This is an optimization exercise on Yosys and OpenROAD, whose aim is small area and a short achievable clock period, not a production implementation. RTL that was checked went through simulation tests only; none was proved equivalent to the original.

indigo:
==> flow/design.v (excerpt) <==
module xgmii2axis_rx (
    input  logic        clk,
    input  logic        inv_aresetn,
    input  logic [63:0] xgmii_d_i,
    input  logic [7:0]  xgmii_c_i,
    output logic [63:0] m_axis_tdata_o,
    output logic [7:0]  m_axis_tkeep_o,
    output logic        m_axis_tvalid_o,
    output logic        m_axis_tlast_o,
    output logic        m_axis_tuser_o,
    output logic [31:0] good_frames_o,
    output logic [31:0] bad_frames_o
);
For scale: ~260 flip-flops, about 210 I/O pins, roughly 13000 sq um of cells after synthesis.
Settings: LEC_CHECK=0, CAP_MARGIN=20, CORE_MARGIN=2, CORE_UTILIZATION=40, CTS_CLUSTER_DIAMETER=90, CTS_CLUSTER_SIZE=24, SLEW_MARGIN=20, SYNTH_HIERARCHICAL=1; clock period 15.0 ns.
standard.sh (not shown) runs the stock make flow with config.mk's settings and CLKGATE_MAP_FILE= SYNTH_SCRIPT=/design/flow/synth_recipe.tcl, a recipe that flattens the netlist after the stock synthesis.
==> flow/flow/run.sh <==
#!/bin/bash
# The standard layout, with plain buffers (not delay cells) on the ports, and timing repair
# aimed at a 4.2 ns period (setup margin 10.8 ns on the 15 ns clock)
set -euo pipefail
bash standard.sh "BUFFER_PORTS_ARGS=-buffer_cell sky130_fd_sc_hd__buf_1" SETUP_SLACK_MARGIN=10.8 finish > layout.log 2>&1
indigo completed; timing, DRC and antenna clean
Here is what was changed in the inputs of pepper compared with indigo.
- changing CORE_UTILIZATION from 40 to 55
On pepper: vias per cell is about 7% higher than what indigo gave. The category of the most critical setup path comes out reg2out in one run and reg2reg in the other, namely in indigo and pepper respectively. pepper vs. indigo: critical path's largest stage delay went up by 320 ps. indigo has higher area growth from synthesis to layout than pepper. Diff indigo -> pepper | global-route usage | increase of 6.8 points.
No run of this note included a check of the RTL's function; only the layout flow was run.

Setup of exp/amber:
Another version of the RTL of xgmii2axis_rx (not shown whole).
For scale: about 210 I/O pins, ~13000 µm² of cells after synthesis.
clock: 15.0 ns
lec_check: 0
cap_margin: 20
core_margin: 2
core_utilization: 40
cts_cluster_diameter: 120
cts_cluster_size: 28
slew_margin: 20
synth_hierarchical: 1
==> flow/flow/run.sh <==
#!/bin/bash
# The standard layout, with plain buffers (not delay cells) on the ports, and timing repair
# aimed at a 4.12 ns period (setup margin 10.88 ns on the 15 ns clock)
set -euo pipefail
bash standard.sh "BUFFER_PORTS_ARGS=-buffer_cell sky130_fd_sc_hd__buf_1" SETUP_SLACK_MARGIN=10.88 finish > layout.log 2>&1
exp/amber ran to completion and came out clean on the timing, DRC and antenna checks.
Edits applied to the flow inputs when going from exp/amber to exp/lagoon:
Settings: CTS_CLUSTER_SIZE: 28 -> 30.
==> flow/flow/run.sh <==
#!/bin/bash
# The standard layout, with plain buffers (not delay cells) on the ports, timing repair aimed at
# a 4.08 ns period (setup margin 10.92 ns on the 15 ns clock), and one static layer in CTS
set -euo pipefail
bash standard.sh "BUFFER_PORTS_ARGS=-buffer_cell sky130_fd_sc_hd__buf_1" SETUP_SLACK_MARGIN=10.92 \
  "CTS_ARGS=-sink_clustering_enable -repair_clock_nets -sink_clustering_size 30 -sink_clustering_max_diameter 120 -num_static_layers 1" \
  finish > layout.log 2>&1
==> comparison <==
Count of clock buffers in the final design: higher on exp/amber
Compared with exp/amber, exp/lagoon degrades post-layout instance area.
Diff exp/amber -> exp/lagoon: global-route usage neither gained nor lost much, final cell count neither gained nor lost much, clock distribution area overhead in the final layout neither gained nor lost much, worst setup slack picked up an extra 34 ps, post-route core utilization picked up an extra 0.34 points.
From exp/lagoon to exp/amber, final number of setup-violating endpoints did not move at all.
Compared exp/lagoon against exp/amber; share of final layout cell area taken by non-clock buffers within noise.
Re number of design-rule violations left by the first detailed-router iteration: exp/amber and exp/lagoon aren't equal, and the lower value belongs to exp/amber.
--- input diff exp/lagoon..exp/indigo ---
==> flow/flow/run.sh <==
#!/bin/bash
# The standard layout, with plain buffers (not delay cells) on the ports, and timing repair
# aimed at a 4.08 ns period (setup margin 10.92 ns on the 15 ns clock)
set -euo pipefail
bash standard.sh "BUFFER_PORTS_ARGS=-buffer_cell sky130_fd_sc_hd__buf_1" SETUP_SLACK_MARGIN=10.92 finish > layout.log 2>&1
## What came out
The setup slack on exp/lagoon is in line with that on exp/indigo.
Any difference in layout-stage area growth over the synthesis result between exp/indigo and exp/lagoon is small enough to ignore.
As far as area fraction in compound gates after synthesis goes, exp/indigo and exp/lagoon are indistinguishable; the numbers are identical.
Compared to exp/lagoon, exp/indigo has critical path depth 4 lower.
Looking at slew of the pin with the lowest slew margin, exp/indigo sits above exp/lagoon.

== try-garnet ==
Another version of the RTL of xgmii2axis_rx (not shown whole).
Size: about 260 flip-flops, about 210 I/O pins, about 13000 µm² of cells after synthesis.
==> flow/design.v (excerpt) <==
module xgmii2axis_rx (
    input  logic        clk,
    input  logic        inv_aresetn,
    input  logic [63:0] xgmii_d_i,
    input  logic [7:0]  xgmii_c_i,
    output logic [63:0] m_axis_tdata_o,
    output logic [7:0]  m_axis_tkeep_o,
    output logic        m_axis_tvalid_o,
    output logic        m_axis_tlast_o,
    output logic        m_axis_tuser_o,
    output logic [31:0] good_frames_o,
    output logic [31:0] bad_frames_o
);
    function automatic logic [31:0] residue_at(input logic [2:0] lane);
        case (lane)
            3'd0: residue_at = 32'h842A3990;
            3'd1: residue_at = 32'h94784E13;
            3'd2: residue_at = 32'h1C759789;
            3'd3: residue_at = 32'h19F6EB51;
            3'd4: residue_at = 32'h9ADD2096;
            3'd5: residue_at = 32'h62932081;
            3'd6: residue_at = 32'h4E3D5E5C;
            default: residue_at = 32'h39DD08E2;
  ...
export LEC_CHECK = 0
export CAP_MARGIN = 20
export CORE_MARGIN = 2
export CORE_UTILIZATION = 40
export CTS_CLUSTER_DIAMETER = 90
export CTS_CLUSTER_SIZE = 24
export SLEW_MARGIN = 20
export SYNTH_HIERARCHICAL = 1
create_clock -name core_clock -period 15.0 [get_ports {clk}]
==> flow/flow/run.sh <==
#!/bin/bash
# The standard layout, with plain buffers (not delay cells) on the ports, and timing repair
# aimed at a 4.2 ns period (setup margin 10.8 ns on the 15 ns clock)
set -euo pipefail
bash standard.sh "BUFFER_PORTS_ARGS=-buffer_cell sky130_fd_sc_hd__buf_2" SETUP_SLACK_MARGIN=10.8 finish > layout.log 2>&1
Every stage of the flow completed for try-garnet, and the final layout passed the timing, DRC and antenna checks.
Setup changes, try-garnet to try-delta
==> flow/flow/run.sh <==
#!/bin/bash
# The standard layout, with plain buffers (not delay cells) on the ports, and timing repair
# aimed at a 4.08 ns period (setup margin 10.92 ns on the 15 ns clock)
set -euo pipefail
bash standard.sh "BUFFER_PORTS_ARGS=-buffer_cell sky130_fd_sc_hd__buf_1" SETUP_SLACK_MARGIN=10.92 finish > layout.log 2>&1
==> comparison <==
Lower hold slack was reported by try-delta, not try-garnet. Final area, try-delta vs try-garnet: down slightly. [compare] base=try-garnet new=try-delta: final critical path time including I/O delays and setup shrank by 0.057 ns.
## Diff of input files: try-xenon against try-delta
==> flow/flow/run.sh <==
#!/bin/bash
# The standard layout, with plain buffers (not delay cells) on the ports, and timing repair
# aimed at a 4.2 ns period (setup margin 10.8 ns on the 15 ns clock)
set -euo pipefail
bash standard.sh "BUFFER_PORTS_ARGS=-buffer_cell sky130_fd_sc_hd__buf_1" SETUP_SLACK_MARGIN=10.8 finish > layout.log 2>&1
==> summary.txt <==
Non-clock buffer instance count of the final layout (try-xenon vs. try-delta) increases slightly
The detailed-route via count reported for try-xenon is smaller than that of try-delta by 112.
try-xenon reached the final stage; the timing, DRC and antenna checks on its layout passed.
Diff try-xenon..try-delta | cell area after placement | negligible
[compare] base=try-delta new=try-xenon: minimum clock period after layout +0.061 ns, effective utilization at floorplan was more or less identical.
The final wirelength number comes out lower for try-delta vs try-xenon.
The following lists how try-cedar was set up differently from try-xenon:
==> flow/flow/run.sh <==
#!/bin/bash
# The standard layout, with plain buffers (not delay cells) on the ports, and timing repair
# aimed at a 4.0 ns period (setup margin 11 ns on the 15 ns clock)
set -euo pipefail
bash standard.sh "BUFFER_PORTS_ARGS=-buffer_cell sky130_fd_sc_hd__buf_1" SETUP_SLACK_MARGIN=11 finish > layout.log 2>&1
==> summary.txt <==
try-xenon -> try-cedar: final net count increased by a few percent
try-xenon ended up with dfxtp_1 as its cell with the biggest individual delay on the critical path; try-cedar ended up with edfxtp_1.
try-cedar against try-xenon: worst path setup slack after routing went up by 0.061 ns; clock-buffer cell count went down by 4.3%; register cell area after layout went up by 2.0%.
Compared with try-xenon, in try-cedar fraction of standard cell area in multi-input logic shows a reduction of 3.5 points; worst reg-to-reg setup slack went up.
Cmp try-cedar vs try-xenon: arrival time of data at the critical path endpoint lower in try-cedar
Number of buffers added for setup after CTS in try-cedar vs try-xenon: up 55

xgmii2axis_rx with an RTL version that a note above also has.
For scale: about 1200 cells after synthesis, roughly 260 flip-flops, roughly 210 I/O pins, roughly 0.013 mm^2 of cells after synthesis.
export LEC_CHECK = 0
export CAP_MARGIN = 20
export CORE_MARGIN = 2
export CORE_UTILIZATION = 40
export CTS_CLUSTER_DIAMETER = 120
export CTS_CLUSTER_SIZE = 30
export SLEW_MARGIN = 20
export SYNTH_HIERARCHICAL = 1
create_clock -name core_clock -period 15.0 [get_ports {clk}]
==> flow/flow/run.sh <==
#!/bin/bash
# The standard layout, with plain buffers (not delay cells) on the ports, and timing repair
# aimed at a 4.16 ns period (setup margin 10.84 ns on the 15 ns clock)
set -euo pipefail
bash standard.sh "BUFFER_PORTS_ARGS=-buffer_cell sky130_fd_sc_hd__buf_1" SETUP_SLACK_MARGIN=10.84 finish > layout.log 2>&1
The baseline produced a clean layout.
Next try:
==> flow/flow/run.sh (replaced) <==
#!/bin/bash
# The standard layout, with plain buffers (not delay cells) on the ports, and timing repair
# aimed at a 4.05 ns period (setup margin 10.95 ns on the 15 ns clock)
set -euo pipefail
bash standard.sh "BUFFER_PORTS_ARGS=-buffer_cell sky130_fd_sc_hd__buf_1" SETUP_SLACK_MARGIN=10.95 finish > layout.log 2>&1
Effect: The new run produced a clean layout; setup slack gets better by 42 ps; utilization rises by 1.9 points; first-iteration DRC count increases by about a fifth; die area is unchanged.
Next try:
==> flow/flow/run.sh (replaced) <==
#!/bin/bash
# The standard layout, with plain buffers (not delay cells) on the ports, and timing repair
# aimed at a 4.08 ns period (setup margin 10.92 ns on the 15 ns clock)
set -euo pipefail
bash standard.sh "BUFFER_PORTS_ARGS=-buffer_cell sky130_fd_sc_hd__buf_1" SETUP_SLACK_MARGIN=10.92 finish > layout.log 2>&1
- CAP_MARGIN: 20 -> 5
- SLEW_MARGIN: 20 -> 5
Outcome: The changed run finished clean. Sequential share of layout area is higher by 0.74 points. Area after synthesis stays the same. Cell area came out lower by a few percent. Final cell count decreases slightly. Via count decreases slightly.
Next try:
==> flow/flow/run.sh (replaced) <==
#!/bin/bash
# The standard layout, with plain buffers (not delay cells) on the ports, timing repair aimed at
# a 4.08 ns period (setup margin 10.92 ns on the 15 ns clock), and one level of sink clustering in CTS
set -euo pipefail
bash standard.sh "BUFFER_PORTS_ARGS=-buffer_cell sky130_fd_sc_hd__buf_1" SETUP_SLACK_MARGIN=10.92 \
  "CTS_ARGS=-sink_clustering_enable -repair_clock_nets -sink_clustering_size 30 -sink_clustering_max_diameter 120 -sink_clustering_levels 1" \
  finish > layout.log 2>&1
- CAP_MARGIN: 5 -> 20
- SLEW_MARGIN: 5 -> 20
The changed run produced a clean layout.
Count of clock-buffer cells in the layout stays the same.
Wire length stays the same.
Register-to-register slack barely changes.
Setup slack stays the same.
Next try:
==> flow/flow/run.sh (replaced) <==
#!/bin/bash
# The standard layout, with plain buffers (not delay cells) on the ports, and timing repair
# aimed at a 4.12 ns period (setup margin 10.88 ns on the 15 ns clock)
set -euo pipefail
bash standard.sh "BUFFER_PORTS_ARGS=-buffer_cell sky130_fd_sc_hd__buf_1" SETUP_SLACK_MARGIN=10.88 finish > layout.log 2>&1
=> The changed run went through all stages and came out clean. Sequential share of layout area hardly moves. Routed wire length goes down by 1.3%. Worst setup slack is worse by 3.9 ps. Worst hold slack is about the same. Flip-flop and latch count does not change.

[static timing again, ports no longer ideal]
How much do the figures lean on ideal ports? The routed layouts below were timed once more, with nothing changed but the port constraints. Step 1 assumes that a clkbuf_16 drives the clock port and a buf_2 every other input. Step 2 times the ports against the registers' clock, not the clock port: input delays grow and output delays shrink by t, the midpoint of the rising clock arrivals with the driver on. Three values: no drivers, after step 1, after step 2; two values: the first two.
run | shift t [ns] | slack for setup (ns) | pins driven straight from the clock port
indigo | 0.557 | 10.854 / 10.801 / 10.340 | 1
pepper | 0.536 | 10.793 / 10.793 / 10.312 | 1
exp/amber | 0.541 | 10.888 / 10.863 / 10.377 | 1
exp/lagoon | 0.534 | 10.923 / 10.878 / 10.417 | 1
exp/indigo | 0.540 | 10.922 / 10.871 / 10.402 | 1
try-garnet | 0.557 | 10.871 / 10.818 / 10.468 | 1
try-delta | 0.548 | 10.927 / 10.877 / 10.490 | 1
try-xenon | 0.551 | 10.866 / 10.814 / 10.401 | 1
try-cedar | 0.548 | 10.927 / 10.877 / 10.519 | 1
the first run of note 4 | 0.532 | 10.882 / 10.832 / 10.427 | 1
the second run of note 4 | 0.538 | 10.924 / 10.874 / 10.459 | 1
the third run of note 4 | 0.540 | 10.922 / 10.871 / 10.402 | 1
the fourth run of note 4 | 0.540 | 10.922 / 10.871 / 10.402 | 1
the fifth run of note 4 | 0.531 | 10.918 / 10.871 / 10.427 | 1
After both steps every run listed still meets setup and hold.
